Source: an optimization exercise on an open RTL-to-GDS flow (aim: small area, a short achievable clock period and few clock cycles per item). Production flows keep margins and buffers that such runs may drop. In this exercise RTL edits were held to simulation tests only and were not proved equivalent to the original. Power and IR drop assume default switching activity.

## ppm_pulse_train_decoder_top
module ppm_pulse_train_decoder_top #(
   parameter int unsigned MAX_CHANNELS  = 8,
   parameter int unsigned CYCLES_PER_US = 80
) (
   input  logic                                 clock,
   input  logic                                 reset,
   input  logic                                 req_valid,
   output logic                                 req_ready,
   input  logic                                 req_edge_rising,
   input  logic [ppmd_pkg::TS_W-1:0]            req_timestamp,
   output logic                                 rsp_valid,
   input  logic                                 rsp_ready,
   output logic [ppmd_pkg::CHAN_W-1:0]          rsp_channel,
   output logic [ppmd_pkg::WIDTH_W-1:0]         rsp_width_us,
   output logic [ppmd_pkg::FRAME_W-1:0]         rsp_frame_number,
   output logic [ppmd_pkg::RESYNC_W-1:0]        rsp_resync_total,
   output logic                                 rsp_last,
   input  logic                                 csr_valid,
   output logic                                 csr_ready,
   input  logic [ppmd_pkg::CSR_INDEX_W-1:0]     csr_index,
   input  logic [ppmd_pkg::CSR_DATA_W-1:0]      csr_wdata
);
   logic [TS_W-1:0]     period_ff;
   logic [19:0]         thr5_ff;
   logic                thr_max_ff;
   logic                thr_raw_ff;      
   logic [COUNT_W-1:0]  count_ff;
   logic [3:0]          n_chan;
   logic                v1_ff;
   logic [TS_W-1:0]     rise_ff, fall_ff;
   logic                v2_ff, slip1_ff, sat_ff;
   logic [19:0]         x_ff;
   logic                rv_ff;           
   logic                hunt_ff;         
   logic                gap_ff;          
   logic [3:0]          chan_ff;
   logic [FRAME_W-1:0]  frame_ff;
  ...
clock: 8.0 ns
lec_check: 0
cap_margin: 20
core_margin: 2
core_utilization: 40
setup_slack_margin: 4.0
slew_margin: 20
run.sh (not shown) runs the stock make flow with config.mk's settings and CLKGATE_MAP_FILE= SYNTH_SCRIPT=/design/flow/synth_recipe.tcl, a recipe that flattens the netlist after the stock synthesis.
The baseline ran to the end with no violations.
Testbench counts at the start, summed over its fixed seeds: cycles 5,896, items 2,560.
==> next run, changes <==
--- a/flow/config.mk
+++ b/flow/config.mk
@@ -10 +10 @@
-export CORE_UTILIZATION = 40
+export CORE_UTILIZATION = 75
=>
- cell count drops by about 11%
- worst setup slack degrades by 0.063 ns
- wire length is higher by about 23%
- power is higher by about 1.8%
- maximum frequency drops by 1.6%
- cell area drops by about 1.5%
- die area shrinks by 46%
- clock power hardly moves
- via count climbs by about 14%
==> next run, changes <==
--- a/flow/config.mk
+++ b/flow/config.mk
@@ -10,2 +10,2 @@
-export CORE_UTILIZATION = 75
-export SETUP_SLACK_MARGIN = 4.0
+export CORE_UTILIZATION = 40
+export SETUP_SLACK_MARGIN = 4.5
Final area rose by 10%.
Hold slack gets worse by 0.018 ns.
Cell count rises by 18%.
Flip-flop and latch count is unchanged.
Sequential power stays flat.
==> next run, changes <==
--- a/flow/config.mk
+++ b/flow/config.mk
@@ -10,2 +10,2 @@
-export CORE_UTILIZATION = 40
-export SETUP_SLACK_MARGIN = 4.5
+export CORE_UTILIZATION = 60
+export SETUP_SLACK_MARGIN = 4.0
The new run completed with no timing, DRC or antenna violations.
Worst hold slack degrades by 0.016 ns.
Utilization grows by 18 points.
Power shrinks by a little under a tenth.
Routed wire length shrinks by about a fifth.
Clock power shrinks by roughly a tenth.
Synthesized cell count does not change.
Final cell count shrinks by roughly a tenth.
Setup slack degrades by 0.25 ns.
Non-clock buffer count shrinks by 144.
Via count shrinks by a few percent.
==> next run, changes <==
==> flow/flow/run.sh (new file) <==
#!/bin/bash
# The standard layout, with plain buf_2 cells as the port buffers instead of
# the delay buffers buffer_ports picks by default. Each tool's full output
# goes to the ORFS step logs under orfs/logs/; make's own output to make.log.
set -euo pipefail
export BUFFER_PORTS_ARGS="-buffer_cell sky130_fd_sc_hd__buf_2"
bash standard.sh > make.log 2>&1
==> flow/standard.sh (new file) <==
#!/bin/bash
# synth_recipe.tcl (not shown) runs the flow's synth.tcl, then flattens the netlist and writes it again
# the make line also repeats each setting of config.mk as NAME=value (left out here)
make -C /OpenROAD-flow-scripts/flow DESIGN_CONFIG=/design/flow/config.mk WORK_HOME=/design/flow/orfs CLKGATE_MAP_FILE= SYNTH_SCRIPT=/design/flow/synth_recipe.tcl "${@:-finish}"
--- a/flow/config.mk
+++ b/flow/config.mk
@@ -10 +10 @@
-export CORE_UTILIZATION = 60
+export CORE_UTILIZATION = 40
removed: flow/run.sh
- final area shrinks slightly
- first-iteration DRC count drops by a few percent
- routed wire length grows by a few percent
- clock skew went up by 0.010 ns
- sequential cell count does not change
- critical path depth rises by 10
- final cell count rises by a little under a tenth
- global-route usage goes down by 9.1 points
==> next run, changes <==
--- a/flow/config.mk
+++ b/flow/config.mk
@@ -10,0 +11,3 @@
+export CTS_BUF_LIST = sky130_fd_sc_hd__clkbuf_16
+export CTS_CLUSTER_DIAMETER = 100
+export CTS_CLUSTER_SIZE = 30
What happened: Global-route usage went down by 0.28 points; flip-flop and latch count does not change; via count went down by 0.38%; die area does not change; cell count went down by 1.2%; worst setup slack gets worse by 0.093 ns; sequential power is about the same.

re-timing with driven ports:
The flow's constraints put no driver on any port. The routed layouts listed below were extracted and timed again, unchanged, in two steps.
Step 1, drivers: a clkbuf_16 drives clock and a buf_2 each remaining input, both assumed.
Step 2 times the ports against the registers' clock, not the clock port: input delays grow and output delays shrink by t, the midpoint of the rising clock arrivals with the driver on.
a / b / c = ideal / step 1 / step 2; a / b = the first two.
| run | t (ns) | setup WS [ns] | worst setup path at the end |
|---|---|---|---|
| the first run | 0.623 | 4.056 / 3.995 / 3.522 | input to register |
| the second run | 0.595 | 3.993 / 3.954 / 3.466 | input to register |
| the third run | 0.625 | 4.186 / 4.126 / 3.760 | input to register |
| the fourth run | 0.601 | 3.934 / 3.879 / 3.601 | input to register |
| the fifth run | 0.616 | 4.111 / 4.072 / 3.518 | input to register |
| the sixth run | 0.596 | 4.017 / 4.054 / 3.458 | input to register |
After both steps every run listed still meets setup and hold. The setup slack of the fifth run, which loses most, moves by -0.039 ns with the drivers and by -0.593 ns with both steps.
